From an optimization exercise on the open Yosys and OpenROAD flow, aimed at small area and a short achievable clock period; shortcuts taken in it are not production practice. In this exercise RTL edits were held to simulation tests only and were not proved equivalent to the original. Power and IR drop assume default switching activity.

==> flow/run.sh <==
#!/bin/bash
# synth_recipe.tcl (not shown) runs the flow's synth.tcl, then flattens the netlist and writes it again
# the make line also repeats each setting of config.mk as NAME=value (left out here)
make -C /OpenROAD-flow-scripts/flow DESIGN_CONFIG=/design/flow/config.mk WORK_HOME=/design/flow/orfs CLKGATE_MAP_FILE= SYNTH_SCRIPT=/design/flow/synth_recipe.tcl finish
==> flow/config.mk <==
export PLATFORM = sky130hd
export DESIGN_NAME = core_top
export DESIGN_NICKNAME = core_top
export VERILOG_FILES = /design/flow/design.v
export SDC_FILE = /design/flow/constraint.sdc
export NUM_CORES = 4
export LEC_CHECK = 0
export CAP_MARGIN = 20
export CORE_MARGIN = 2
export CORE_UTILIZATION = 30
export PLACE_DENSITY = 0.45
export SLEW_MARGIN = 20
==> flow/constraint.sdc <==
create_clock -name core_clock -period 11.0 [get_ports {clk}]
set_input_delay 2.2000 -clock core_clock [delete_from_list [all_inputs] [get_ports {clk}]]
set_output_delay 2.2000 -clock core_clock [all_outputs]
set_load 0.01 [all_outputs]
==> flow/design.v <==
`default_nettype none
package core_pkg;
	localparam int xlen = 32;
	localparam int reg_count = 32;
	localparam int reg_idx_w = 5;
	localparam logic [6:0] op_rtype = 7'b0110011;
	localparam logic [6:0] op_itype = 7'b0010011;
	localparam logic [6:0] op_li = 7'b0000111;
	localparam logic [6:0] funct7_base = 7'b0000000;
	localparam logic [6:0] funct7_alt = 7'b0100000;
	localparam logic [6:0] funct7_rot = 7'b0001111;
	localparam logic [6:0] funct7_dotp = 7'b1111111;
	localparam int alu_op_w = 4;
	typedef logic [alu_op_w-1:0] alu_op_t;
	localparam alu_op_t alu_add = 4'b0000;
	localparam alu_op_t alu_sub = 4'b0001;
	localparam alu_op_t alu_sll = 4'b0010;
	localparam alu_op_t alu_slt = 4'b0011;
	localparam alu_op_t alu_sle = 4'b0100;
	localparam alu_op_t alu_xor = 4'b0101;
	localparam alu_op_t alu_sra = 4'b0110;
	localparam alu_op_t alu_srl = 4'b0111;
	localparam alu_op_t alu_lor = 4'b1000;
	localparam alu_op_t alu_land = 4'b1001;
	localparam alu_op_t alu_rotcw = 4'b1011;  
	localparam alu_op_t alu_rotacw = 4'b1100;  
	localparam alu_op_t alu_li = 4'b1101;
	localparam alu_op_t alu_dotp = 4'b1110;
	localparam logic [xlen-1:0] sat_pos = 32'h7fffffff;
	localparam logic [xlen-1:0] sat_neg = 32'h80000001;  
	typedef union packed {
		struct packed {
			logic [6:0] funct7;
			logic [reg_idx_w-1:0] rs2;
			logic [reg_idx_w-1:0] rs1;
			logic [2:0] funct3;
			logic [reg_idx_w-1:0] rd;
			logic [6:0] opcode;
		} r;
		struct packed {
			logic [11:0] imm12;
			logic [reg_idx_w-1:0] rs1;
			logic [2:0] funct3;
			logic [reg_idx_w-1:0] rd;
			logic [6:0] opcode;
		} i;
	} inst_word_t;
endpackage
`default_nettype wire
`timescale 1ns/1ps
`default_nettype none
module inst_decode (
	input wire inst_valid,
	input wire [core_pkg::xlen-1:0] inst_code,
	output logic dec_valid,
	output core_pkg::alu_op_t alu_op,
	output logic use_imm,
	output logic [core_pkg::xlen-1:0] imm,
	output logic [core_pkg::reg_idx_w-1:0] rs1,
	output logic [core_pkg::reg_idx_w-1:0] rs2,
	output logic [core_pkg::reg_idx_w-1:0] rd
);
	core_pkg::inst_word_t iw;
	logic known;
	assign iw = inst_code;
	assign rs1 = iw.r.rs1;
	assign rs2 = iw.r.rs2;
	assign rd = iw.r.rd;
	assign imm = {{(core_pkg::xlen-12){iw.i.imm12[11]}}, iw.i.imm12};
	always_comb
	begin
		known = 1'b0;
		use_imm = 1'b0;
		alu_op = core_pkg::alu_add;
		case (iw.r.opcode)
			core_pkg::op_rtype:
			begin
				known = 1'b1;
				case ({iw.r.funct7, iw.r.funct3})
					{core_pkg::funct7_base, 3'b000}: alu_op = core_pkg::alu_add;
					{core_pkg::funct7_alt, 3'b000}: alu_op = core_pkg::alu_sub;
					{core_pkg::funct7_base, 3'b001}: alu_op = core_pkg::alu_sll;
					{core_pkg::funct7_alt, 3'b010}: alu_op = core_pkg::alu_slt;
					{core_pkg::funct7_base, 3'b011}: alu_op = core_pkg::alu_sle;
					{core_pkg::funct7_base, 3'b100}: alu_op = core_pkg::alu_xor;
					{core_pkg::funct7_base, 3'b101}: alu_op = core_pkg::alu_sra;
					{core_pkg::funct7_alt, 3'b101}: alu_op = core_pkg::alu_srl;
					{core_pkg::funct7_base, 3'b110}: alu_op = core_pkg::alu_lor;
					{core_pkg::funct7_base, 3'b111}: alu_op = core_pkg::alu_land;
					{core_pkg::funct7_rot, 3'b000}: alu_op = core_pkg::alu_rotcw;
					{core_pkg::funct7_rot, 3'b001}: alu_op = core_pkg::alu_rotacw;
					{core_pkg::funct7_dotp, 3'b000}: alu_op = core_pkg::alu_dotp;
					default: known = 1'b0;
				endcase
			end
			core_pkg::op_itype:
			begin
				known = 1'b1;
				use_imm = 1'b1;
				case (iw.i.funct3)
					3'b000: alu_op = core_pkg::alu_add;
					3'b001: alu_op = core_pkg::alu_sll;
					3'b010: alu_op = core_pkg::alu_slt;
					3'b011: alu_op = core_pkg::alu_sle;
					3'b100: alu_op = core_pkg::alu_xor;
					3'b101: alu_op = core_pkg::alu_sra;
					3'b110: alu_op = core_pkg::alu_lor;
					default: alu_op = core_pkg::alu_land;
				endcase
			end
			core_pkg::op_li:
			begin
				known = 1'b1;
				use_imm = 1'b1;
				alu_op = core_pkg::alu_li;
			end
			default: known = 1'b0;
		endcase
	end
	assign dec_valid = inst_valid && known && (rd != '0);
endmodule
`default_nettype wire
`timescale 1ns/1ps
`default_nettype none
module reg_file (
	input wire clk,
	input wire res,
	input wire [core_pkg::reg_idx_w-1:0] rs1,
	input wire [core_pkg::reg_idx_w-1:0] rs2,
	input wire wr_en,
	input wire [core_pkg::reg_idx_w-1:0] wr_reg,
	input wire [core_pkg::xlen-1:0] wr_data,
	output logic [core_pkg::xlen-1:0] rd1_data,
	output logic [core_pkg::xlen-1:0] rd2_data
);
	logic [core_pkg::xlen-1:0] regs [core_pkg::reg_count];
	logic wr_live;
	assign wr_live = wr_en && (wr_reg != '0);
	always_ff @(posedge clk or negedge res)
	begin
		if (!res)
		begin
			for (int n = 0; n < core_pkg::reg_count; n++)
			begin
				regs[n] <= core_pkg::xlen'(n);
			end
		end
		else if (wr_live)
		begin
			regs[wr_reg] <= wr_data;
		end
	end
	assign rd1_data = (wr_live && wr_reg == rs1) ? wr_data : regs[rs1];
	assign rd2_data = (wr_live && wr_reg == rs2) ? wr_data : regs[rs2];
endmodule
`default_nettype wire
`timescale 1ns/1ps
`default_nettype none
module alu (
	input wire [core_pkg::xlen-1:0] a,
	input wire [core_pkg::xlen-1:0] b,
	input wire core_pkg::alu_op_t op,
	output logic [core_pkg::xlen-1:0] result,
	output logic sat
);
	logic [4:0] sh;
	logic [2*core_pkg::xlen-1:0] rot_r;
	logic [2*core_pkg::xlen-1:0] rot_l;
	logic [15:0] p0, p1, p2, p3;
	logic [17:0] dot_sum;
	logic [core_pkg::xlen-1:0] raw;
	logic sat_up;
	logic sat_dn;
	assign sh = b[4:0];
	assign rot_r = {a, a} >> sh;  
	assign rot_l = {a, a} << sh;  
	assign p0 = a[7:0] * b[7:0];
	assign p1 = a[15:8] * b[15:8];
	assign p2 = a[23:16] * b[23:16];
	assign p3 = a[31:24] * b[31:24];
	assign dot_sum = p0 + p1 + p2 + p3;
	always_comb
	begin
		raw = '0;
		case (op)
			core_pkg::alu_add: raw = a + b;
			core_pkg::alu_sub: raw = a - b;
			core_pkg::alu_sll: raw = a << sh;
			core_pkg::alu_slt: raw[0] = $signed(a) < $signed(b);
			core_pkg::alu_sle: raw[0] = $signed(a) <= $signed(b);
			core_pkg::alu_xor: raw = a ^ b;
			core_pkg::alu_sra: raw = $signed(a) >>> sh;
			core_pkg::alu_srl: raw = a >> sh;
			core_pkg::alu_lor: raw[0] = (a != '0) || (b != '0);
			core_pkg::alu_land: raw[0] = (a != '0) && (b != '0);
			core_pkg::alu_rotcw: raw = rot_r[core_pkg::xlen-1:0];
			core_pkg::alu_rotacw: raw = rot_l[2*core_pkg::xlen-1:core_pkg::xlen];
			core_pkg::alu_li: raw = b;
			core_pkg::alu_dotp: raw = {{(core_pkg::xlen-18){1'b0}}, dot_sum};
			default: raw = '0;
		endcase
	end
	assign sat_up = !a[31] && (a != '0) && !b[31] && (b != '0) && raw[31];
	assign sat_dn = a[31] && b[31] && !raw[31] && (raw != '0);
	always_comb
	begin
		if (sat_up)
			result = core_pkg::sat_pos;
		else if (sat_dn)
			result = core_pkg::sat_neg;
		else
			result = raw;
	end
	assign sat = sat_up || sat_dn;
endmodule
`default_nettype wire
`timescale 1ns/1ps
`default_nettype none
module exec_stage (
	input wire clk,
	input wire res,
	input wire dec_valid,
	input wire core_pkg::alu_op_t alu_op,
	input wire use_imm,
	input wire [core_pkg::xlen-1:0] imm,
	input wire [core_pkg::reg_idx_w-1:0] rs1,
	input wire [core_pkg::reg_idx_w-1:0] rs2,
	input wire [core_pkg::reg_idx_w-1:0] rd,
	input wire [core_pkg::xlen-1:0] rd1_data,
	input wire [core_pkg::xlen-1:0] rd2_data,
	output logic wb_valid,
	output logic [core_pkg::reg_idx_w-1:0] wb_reg,
	output logic [core_pkg::xlen-1:0] wb_data,
	output logic wb_sat
);
	logic ex_valid;
	core_pkg::alu_op_t ex_op;
	logic ex_use_imm;
	logic [core_pkg::xlen-1:0] ex_imm;
	logic [core_pkg::reg_idx_w-1:0] ex_rs1;
	logic [core_pkg::reg_idx_w-1:0] ex_rs2;
	logic [core_pkg::reg_idx_w-1:0] ex_rd;
	logic [core_pkg::xlen-1:0] ex_a;
	logic [core_pkg::xlen-1:0] ex_b;
	logic [core_pkg::xlen-1:0] op_a;
	logic [core_pkg::xlen-1:0] op_b_reg;
	logic [core_pkg::xlen-1:0] op_b;
	logic [core_pkg::xlen-1:0] alu_result;
	logic alu_sat;
	always_ff @(posedge clk or negedge res)
	begin
		if (!res)
			ex_valid <= 1'b0;
		else
			ex_valid <= dec_valid;
	end
	always_ff @(posedge clk)
	begin
		ex_op <= alu_op;
		ex_use_imm <= use_imm;
		ex_imm <= imm;
		ex_rs1 <= rs1;
		ex_rs2 <= rs2;
		ex_rd <= rd;
		ex_a <= rd1_data;
		ex_b <= rd2_data;
	end
	assign op_a = (wb_valid && wb_reg == ex_rs1) ? wb_data : ex_a;
	assign op_b_reg = (wb_valid && wb_reg == ex_rs2) ? wb_data : ex_b;
	assign op_b = ex_use_imm ? ex_imm : op_b_reg;
	alu alu_inst (
		.a(op_a),
		.b(op_b),
		.op(ex_op),
		.result(alu_result),
		.sat(alu_sat)
	);
	always_ff @(posedge clk or negedge res)
	begin
		if (!res)
		begin
			wb_valid <= 1'b0;
			wb_sat <= 1'b0;
		end
		else
		begin
			wb_valid <= ex_valid;
			wb_sat <= ex_valid && alu_sat;  
		end
	end
	always_ff @(posedge clk)
	begin
		wb_reg <= ex_rd;
		wb_data <= alu_result;
	end
endmodule
`default_nettype wire
`timescale 1ns/1ps
`default_nettype none
module core_top (
	input wire clk,
	input wire res,
	input wire inst_valid,
	input wire [core_pkg::xlen-1:0] inst_code,
	output logic wb_valid,
	output logic [core_pkg::reg_idx_w-1:0] wb_reg,
	output logic [core_pkg::xlen-1:0] wb_data,
	output logic wb_sat
);
	logic dec_valid;
	core_pkg::alu_op_t alu_op;
	logic use_imm;
	logic [core_pkg::xlen-1:0] imm;
	logic [core_pkg::reg_idx_w-1:0] rs1;
	logic [core_pkg::reg_idx_w-1:0] rs2;
	logic [core_pkg::reg_idx_w-1:0] rd;
	logic [core_pkg::xlen-1:0] rd1_data;
	logic [core_pkg::xlen-1:0] rd2_data;
	inst_decode inst_decode_inst (
		.inst_valid(inst_valid),
		.inst_code(inst_code),
		.dec_valid(dec_valid),
		.alu_op(alu_op),
		.use_imm(use_imm),
		.imm(imm),
		.rs1(rs1),
		.rs2(rs2),
		.rd(rd)
	);
	reg_file reg_file_inst (
		.clk(clk),
		.res(res),
		.rs1(rs1),
		.rs2(rs2),
		.wr_en(wb_valid),
		.wr_reg(wb_reg),
		.wr_data(wb_data),
		.rd1_data(rd1_data),
		.rd2_data(rd2_data)
	);
	exec_stage exec_stage_inst (
		.clk(clk),
		.res(res),
		.dec_valid(dec_valid),
		.alu_op(alu_op),
		.use_imm(use_imm),
		.imm(imm),
		.rs1(rs1),
		.rs2(rs2),
		.rd(rd),
		.rd1_data(rd1_data),
		.rd2_data(rd2_data),
		.wb_valid(wb_valid),
		.wb_reg(wb_reg),
		.wb_data(wb_data),
		.wb_sat(wb_sat)
	);
endmodule
`default_nettype wire
==> impl_results.md <==
- Result of the run: timing/DRC/antenna clean
- Transition time at the pin with the least slew margin: 1320 ps
- Hold path startpoint: exec_stage_inst.ex_rd[4]$_DFF_P_
- Final period utilization: 0.965
- Share of synthesized registers carrying an async set or reset: 0.889
- Setup TNS after final layout: 0 ps
- Slowest Stage Delay on Critical Path: 580 ps
- Initial drt markers: 13055
- VDD IR-drop max: 0.127 mV
- R2R Setup Slk: 380 ps
- Vias post-DR: 71140
- Req. time, crit path: 11690 ps
- Worst flop-to-flop path endpoint: exec_stage_inst.wb_data[31]$_SDFF_PP0_
- Detail-routed via count per cell: 6.80
- Clock tree skew after final layout: 65.8 ps
- CP max stage cell: sky130_fd_sc_hd__fa_1
- Comb pwr share: 0.093
- Dominant cells by area after synthesis: sky130_fd_sc_hd__dfrtp_1 (32%), sky130_fd_sc_hd__mux2_2 (15%), sky130_fd_sc_hd__fa_1 (6.2%)
- Top cell family by delay on the critical path: adder cells
- Hold buffer count at cts: 0
- Count of flip-flops with a built-in enable after synthesis: 0
- Number of core rows: 181
- Overflow left after global routing: 0
- Syn Nets: 7635
- Antenna-violating nets left: 0
- Met1 demand-to-capacity share in global routing: 0.488
- Worst Setup End Kind: flip-flop
- Headroom to the max-slew limit: 0.116
- Synthesis-to-finish area growth: 14.8%
- Combined buffer and inverter count along the critical path: 10
- Clock tree from TritonCTS: built
- Die extent in y: 498 um
- Register bank with the most flops: reg_file_inst.regs
- Cell chosen for the clock root: sky130_fd_sc_hd__clkbuf_16
- Placed Cells incl. Taps: 10189
- Yosys warning count: 5
- Clock Latency Late Sink: 860 ps
- Cell variety after synth: 102
- Number of synthesized register bits: 1155
- Clock power frac: 0.476
- Hold-critical path endpoint: exec_stage_inst.wb_reg[4]$_DFF_P_
- Maxcap violations: 0
- Maximum net fanout on the critical path: 11
- List of most frequent post-synthesis cells: sky130_fd_sc_hd__mux2_2 (950), sky130_fd_sc_hd__dfrtp_1 (947), sky130_fd_sc_hd__clkbuf_1 (572)
- Met3 layer usage reported by global route: 0.121
- Overall global routing resource usage: 0.360
- Cell with the most instances after synthesis: sky130_fd_sc_hd__mux2_2
- Layout cell share with drive strength beyond 1: 0.251
- Area share of the largest cell type after synthesis: 0.323
- Yosys top cell by area: sky130_fd_sc_hd__dfrtp_1
- Net switching power figure: 2.91 mW
- Dpl hpwl: 306000 um
- Highest-utilization routing layer at the global route stage: met2
- Most common cell on crit path: sky130_fd_sc_hd__fa_1
- Core area: 0.243 mm^2
- DRC violation count after routing: 0
- Final cell count without fillers: 10465
- Clock transition at the registers of the reported paths: 60 ps
- Global-route track usage on met2: 0.499
- Number of flip-flops in the largest register: 1024
- Most used flip-flop cell after synthesis: sky130_fd_sc_hd__dfrtp_1
- CP startpoint kind: flip-flop
- Clock sink count: 1155
- Hold/Removal Path Class: flip-flop to flip-flop
- Initial Utilization: 0.302
- Number of antenna violations at the first check in global routing: 40
- Cells on worst reg2reg path: 38
- Detailed-router iteration count before antenna repair: 9
- Final Hold Violating Endpoints: 0
- Buffer levels on the longest clock path: 3
- Die Area: 0.248 mm^2
- Count of input and output buffers: 73
- Net count, final: 7583
- Wirelength per Cell: 44.3 um
- Leakage component of the power: 35.5 nW
- Wirelength, routed: 463000 um
- Via count of the first global-routing pass: 67773
- Number of cells on the worst hold path: 0
- Achievable frequency: 94.2 MHz
- Total internal power: 7.19 mW
- Average size of a mapped cell: 10.2 um^2
- Switching power as a share of total power: 0.288
- Minimum period implied by the final worst setup slack: 10620 ps
- IO Pins: 74
- Pin count of the biggest net entering global routing: 169
- Data arrival time at the worst-slack endpoint: 11310 ps
- Max-slew violation count: 0
- Origin of the critical flop-to-flop path: exec_stage_inst.wb_reg[2]$_DFF_P_
- Fraction of the yosys area taken by sequential cells: 0.387
- Power density over the cells: 120 mW/mm^2
- Final RePlAce weighted congestion: 1.03
- Cells after Synth: 7180
- Post-Synthesis Cell Area: 0.0733 mm^2
- First-pass GRT wire length: 616000 um
- Sequential share of power: 0.431
- Setup-failing EPs final: 0
- Width of the die: 498 um
- Number of buffers created by CTS: 136
- CTS HTree Levels: 4
- Critical path start-end classification: flip-flop to flip-flop
stage by stage:
step                utilization  setup WS (ps)  total power [mW]  cell area, um^2  hold WS (ps)
floorplan                     -            647              4.75            73300           310
global placement          0.326            257              5.32            79300           318
detailed placement        0.326            305              5.32            79300           319
CTS                       0.346            269              10.1            84000           334
global route              0.346          -12.0              10.3            84100           343
finish                    0.346            381              10.1            84100           330
cell usage in the layout (no fill, tap or decap), types with 226 or more instances in the layout:
cell type	instances
sky130_fd_sc_hd__dfrtp_1	947
sky130_fd_sc_hd__fa_1	226
sky130_fd_sc_hd__a221oi_1	342
sky130_fd_sc_hd__o21ai_0	296
sky130_fd_sc_hd__nand2_1	391
sky130_fd_sc_hd__a22oi_1	341
sky130_fd_sc_hd__mux2_2	950
sky130_fd_sc_hd__a22o_1	324
sky130_fd_sc_hd__inv_1	316
sky130_fd_sc_hd__buf_4	379
sky130_fd_sc_hd__nor2_1	390
metal layers:
metal | part of all wire | vias to the layer above
met5 | 0.00056 | -
met4 | 0.066 | 28
met3 | 0.12 | 1471
met2 | 0.40 | 5786
met1 | 0.41 | 36912
li1 | - | 26943
power groups by stage:
stage	sequential [mW]	clock, mW	combinational (mW)
after floorplan	4.37	0	0.381
after global placement	4.42	0	0.899
after detailed placement	4.42	0	0.895
after CTS	4.34	4.84	0.898
after global routing	4.34	5.01	0.956
final	4.35	4.81	0.942
worst max-delay path by stage:
stage / from / end / slack (ps) / cells past startpoint
after floorplan: exec_stage_inst.wb_reg[2]$_DFF_P_ / exec_stage_inst.wb_data[31]$_SDFF_PP0_ / 650 / 39
after global placement: exec_stage_inst.wb_reg[0]$_DFF_P_ / exec_stage_inst.wb_data[0]$_SDFF_PP1_ / 260 / 37
after detailed placement: exec_stage_inst.wb_reg[0]$_DFF_P_ / exec_stage_inst.wb_data[31]$_SDFF_PP0_ / 310 / 37
after CTS: exec_stage_inst.wb_reg[0]$_DFF_P_ / exec_stage_inst.wb_data[31]$_SDFF_PP0_ / 270 / 37
after global routing: exec_stage_inst.wb_reg[2]$_DFF_P_ / exec_stage_inst.wb_data[31]$_SDFF_PP0_ / -10 / 37
final: exec_stage_inst.wb_reg[2]$_DFF_P_ / exec_stage_inst.wb_data[31]$_SDFF_PP0_ / 380 / 38
cells by family after synthesis:
family	count (synthesis)	share of synthesized area
buffers and inverters	987	0.0527
adders and majority gates	421	0.0950
muxes	1012	0.154
AOI/OAI and AO/OA	2097	0.213
and+or+nand+nor	1457	0.0920
DFF	1155	0.387
xor gates and xnor gates	51	0.00609
final cells by class:
class,count,area (um^2)
antenna,24,60.1
clock buffer,195,3870
clock inverter,54,815
fill,24541,159000
inverter,334,1260
multi-input combinational,5038,42000
sequential,1155,28400
tap,3202,4010
timing repair buffer,463,3810
timing repair:
action                     4_1_cts  5_1_grt
gates resized for setup          0       13
setup endpoints to repair        0        3
buffers inserted                 0        1

port drivers added, routing unchanged:
The results above use ideal ports. As a check the final layout listed here was re-extracted and re-timed, cells and wires unchanged. Step 1 (the two cells are an assumption about what drives the block):
set clk [get_ports {clk}]
set_driving_cell -lib_cell sky130_fd_sc_hd__clkbuf_16 $clk
set_driving_cell -lib_cell sky130_fd_sc_hd__buf_2 [delete_from_list [all_inputs] $clk]
Step 2, shift: input delay + t, output delay - t, t = (earliest + latest rising clock arrival at the registers) / 2. This alone moves slack from input paths to output paths. Slacks: ideal ports / drivers / drivers and shift; pairs: ideal ports / drivers.
t, ns: 0.931
slack for setup (ns): 0.381 / 0.381 / 0.381
worst setup path at the end: register to register
latest minus earliest clock arrival (ns): 0.067 / 0.066
After both steps this run still meets setup and hold. The setup slack of this run moves by 0.000 ns with the drivers and by 0.000 ns with both steps.
